Source: an optimization exercise on an open RTL-to-GDS flow (aim: small area, a short achievable clock period and few clock cycles per item). Production flows keep margins and buffers that such runs may drop.
In this exercise RTL edits were held to simulation tests only and were not proved equivalent to the original.

## v10
Design battery_compensated_angle_from_adc, start of the top module:
module battery_compensated_angle_from_adc (
    input  wire logic                  clk,
    input  wire logic                  rst_n,
    input  wire logic                  in_valid,
    output logic                       in_ready,
    input  wire logic [7:0]            in_code_byte0,
    input  wire logic [7:0]            in_code_byte1,
    input  wire logic [7:0]            in_code_byte2,
    input  wire logic [bcaa_pkg::BATT_W-1:0]     in_battery_count,
    input  wire logic                  in_zero_request,
    input  wire logic                  cfg_valid,
    output logic                       cfg_ready,
    input  wire logic [bcaa_pkg::CFG_IDX_W-1:0]  cfg_index,
    input  wire logic [bcaa_pkg::CFG_DATA_W-1:0] cfg_data,
    output logic                       out_valid,
    input  wire logic                  out_ready,
    output logic      [bcaa_pkg::ANGLE_W-1:0]    out_angle_q8,
    output logic                       out_denominator_fault,
    output logic                       out_offset_taken
);
  ...
For scale: about 240 flip-flops, about 72 I/O pins.
clock: 7.5 ns
lec_check: 0
cap_margin: 20
core_margin: 2
core_utilization: 40
setup_slack_margin: 3.5
slew_margin: 20
run.sh (not shown) runs the stock make flow with config.mk's settings and CLKGATE_MAP_FILE= SYNTH_SCRIPT=/design/flow/synth_recipe.tcl, a recipe that flattens the netlist after the stock synthesis.
Testbench counts of v10, summed over its fixed seeds: cycles 14,496, items 1,600.
diff inputs: v10 => v4
--- a/flow/config.mk
+++ b/flow/config.mk
@@ -9,4 +9,4 @@
 export CORE_MARGIN = 2
 export CORE_UTILIZATION = 40
-export SETUP_SLACK_MARGIN = 3.5
+export SETUP_SLACK_MARGIN = 4.0
 export SLEW_MARGIN = 20
Findings:
v10 leaves less setup margin than v4.
[v4] multi-input combinational area share fell 0.75 points relative to v10
v4 completed; timing, DRC and antenna clean
Between v4 and v10, it is v4 whose number of antenna violations at the first check in global routing is higher, by 1.
Looking at v4 and v10, the register area is a wash.
After detailed routing, v10 needs less wire than v4.
On v4: required time of the critical path is 0.08 ns lower than what v10 gave.
On fraction of met1 tracks used by global routing: v4 sits below v10.
Going from v10 to v4, first-iteration DRC count shrinks by 89.
Relative to v4, the following input files were edited for v31:
--- a/flow/config.mk
+++ b/flow/config.mk
@@ -9,4 +9,4 @@
 export CORE_MARGIN = 2
 export CORE_UTILIZATION = 40
-export SETUP_SLACK_MARGIN = 4.0
+export SETUP_SLACK_MARGIN = 3.0
 export SLEW_MARGIN = 20
### Flow results
Data required time at the worst endpoint (lower): v31. Looking only at number of fill cells in the layout, and setting everything else aside, the higher value of v31 and v4 goes to v31. In the metrics for v31 and v4, the one carrying the higher number of gates resized after CTS is v4. On worst setup slack, the higher figure sits with v4, not v31. Relative to v4, the number of standard cells in the layout, taps in and fillers out measured on v31 has decreased by a few percent. Going from v4 to v31, flip-flop and latch share of the layout cell area up 2.1 points; placer's final routability congestion estimate down 2.0%.


battery_compensated_angle_from_adc, a different RTL version from the one above (not shown whole).
Size: roughly 1,900 cells after synthesis, about 190 flip-flops, roughly 72 I/O pins, roughly 17,000 sq um of cells after synthesis.
==> flow/design.v (excerpt) <==
module battery_compensated_angle_from_adc (
    input  wire logic                  clk,
    input  wire logic                  rst_n,
    input  wire logic                  in_valid,
    output logic                       in_ready,
    input  wire logic [7:0]            in_code_byte0,
    input  wire logic [7:0]            in_code_byte1,
    input  wire logic [7:0]            in_code_byte2,
    input  wire logic [bcaa_pkg::BATT_W-1:0]     in_battery_count,
    input  wire logic                  in_zero_request,
    input  wire logic                  cfg_valid,
    output logic                       cfg_ready,
    input  wire logic [bcaa_pkg::CFG_IDX_W-1:0]  cfg_index,
    input  wire logic [bcaa_pkg::CFG_DATA_W-1:0] cfg_data,
    output logic                       out_valid,
    input  wire logic                  out_ready,
    output logic      [bcaa_pkg::ANGLE_W-1:0]    out_angle_q8,
    output logic                       out_denominator_fault,
    output logic                       out_offset_taken
);
Settings: LEC_CHECK=0, CAP_MARGIN=20, CORE_MARGIN=2, CORE_UTILIZATION=40, SLEW_MARGIN=20; clock period 7.5 ns.
Testbench counts at the start, summed over its fixed seeds: cycles 16,080, items 1,600.
Rerun with:
Settings changed: SETUP_SLACK_MARGIN from default to 3.
The new run finished with timing, DRC and antenna clean.
Final area rose by roughly a tenth.
Final cell count went up by a few percent.
Rerun with:
Settings changed: SETUP_SLACK_MARGIN 3 to 2.
Result: The new run completed without violations. Count of clock-buffer cells in the layout is unchanged. Register-to-register slack degrades by 0.09 ns. Setup slack improves by 0.048 ns. Non-clock buffer count falls by 83. Global-route usage falls by 1.7 points. Final area falls by 7.8%. Synthesized area is unchanged. Critical path depth falls by 2. Die area is unchanged.

## static timing again, ports no longer ideal
In the flow no input, the clock included, has a driving cell. The finished layouts below were timed again as built, in two steps. Step 1 assumes that a clkbuf_16 drives the clock port and a buf_2 every other input. Step 2 also shifts input and output timing later by t, the mid clock arrival at the registers, as if the neighbouring blocks saw the same clock. Three values: ideal, step 1, step 2; two values: the first two.
run | t (ns) | setup WS [ns] | clock arrival spread, ns | slew at the worst register clock pin (ns)
v10 | 0.604 | 3.613 / 3.613 / 3.613 | 0.015 / 0.016 | 0.07 / 0.07
v4 | 0.622 | 3.804 / 3.804 / 3.804 | 0.021 / 0.020 | 0.07 / 0.07
v31 | 0.604 | 3.200 / 3.141 / 3.247 | 0.016 / 0.016 | 0.07 / 0.07
the first run of note 2 | 0.495 | 1.085 / 1.034 / 1.530 | 0.014 / 0.013 | 0.08 / 0.08
the second run of note 2 | 0.498 | 2.065 / 2.014 / 2.290 | 0.011 / 0.011 | 0.08 / 0.08
the third run of note 2 | 0.495 | 2.114 / 2.062 / 1.783 | 0.014 / 0.013 | 0.08 / 0.08
After both steps every run listed still meets setup and hold. For the third run of note 2, which loses most, drivers alone change the setup slack by -0.052 ns; drivers and shift together by -0.331 ns.
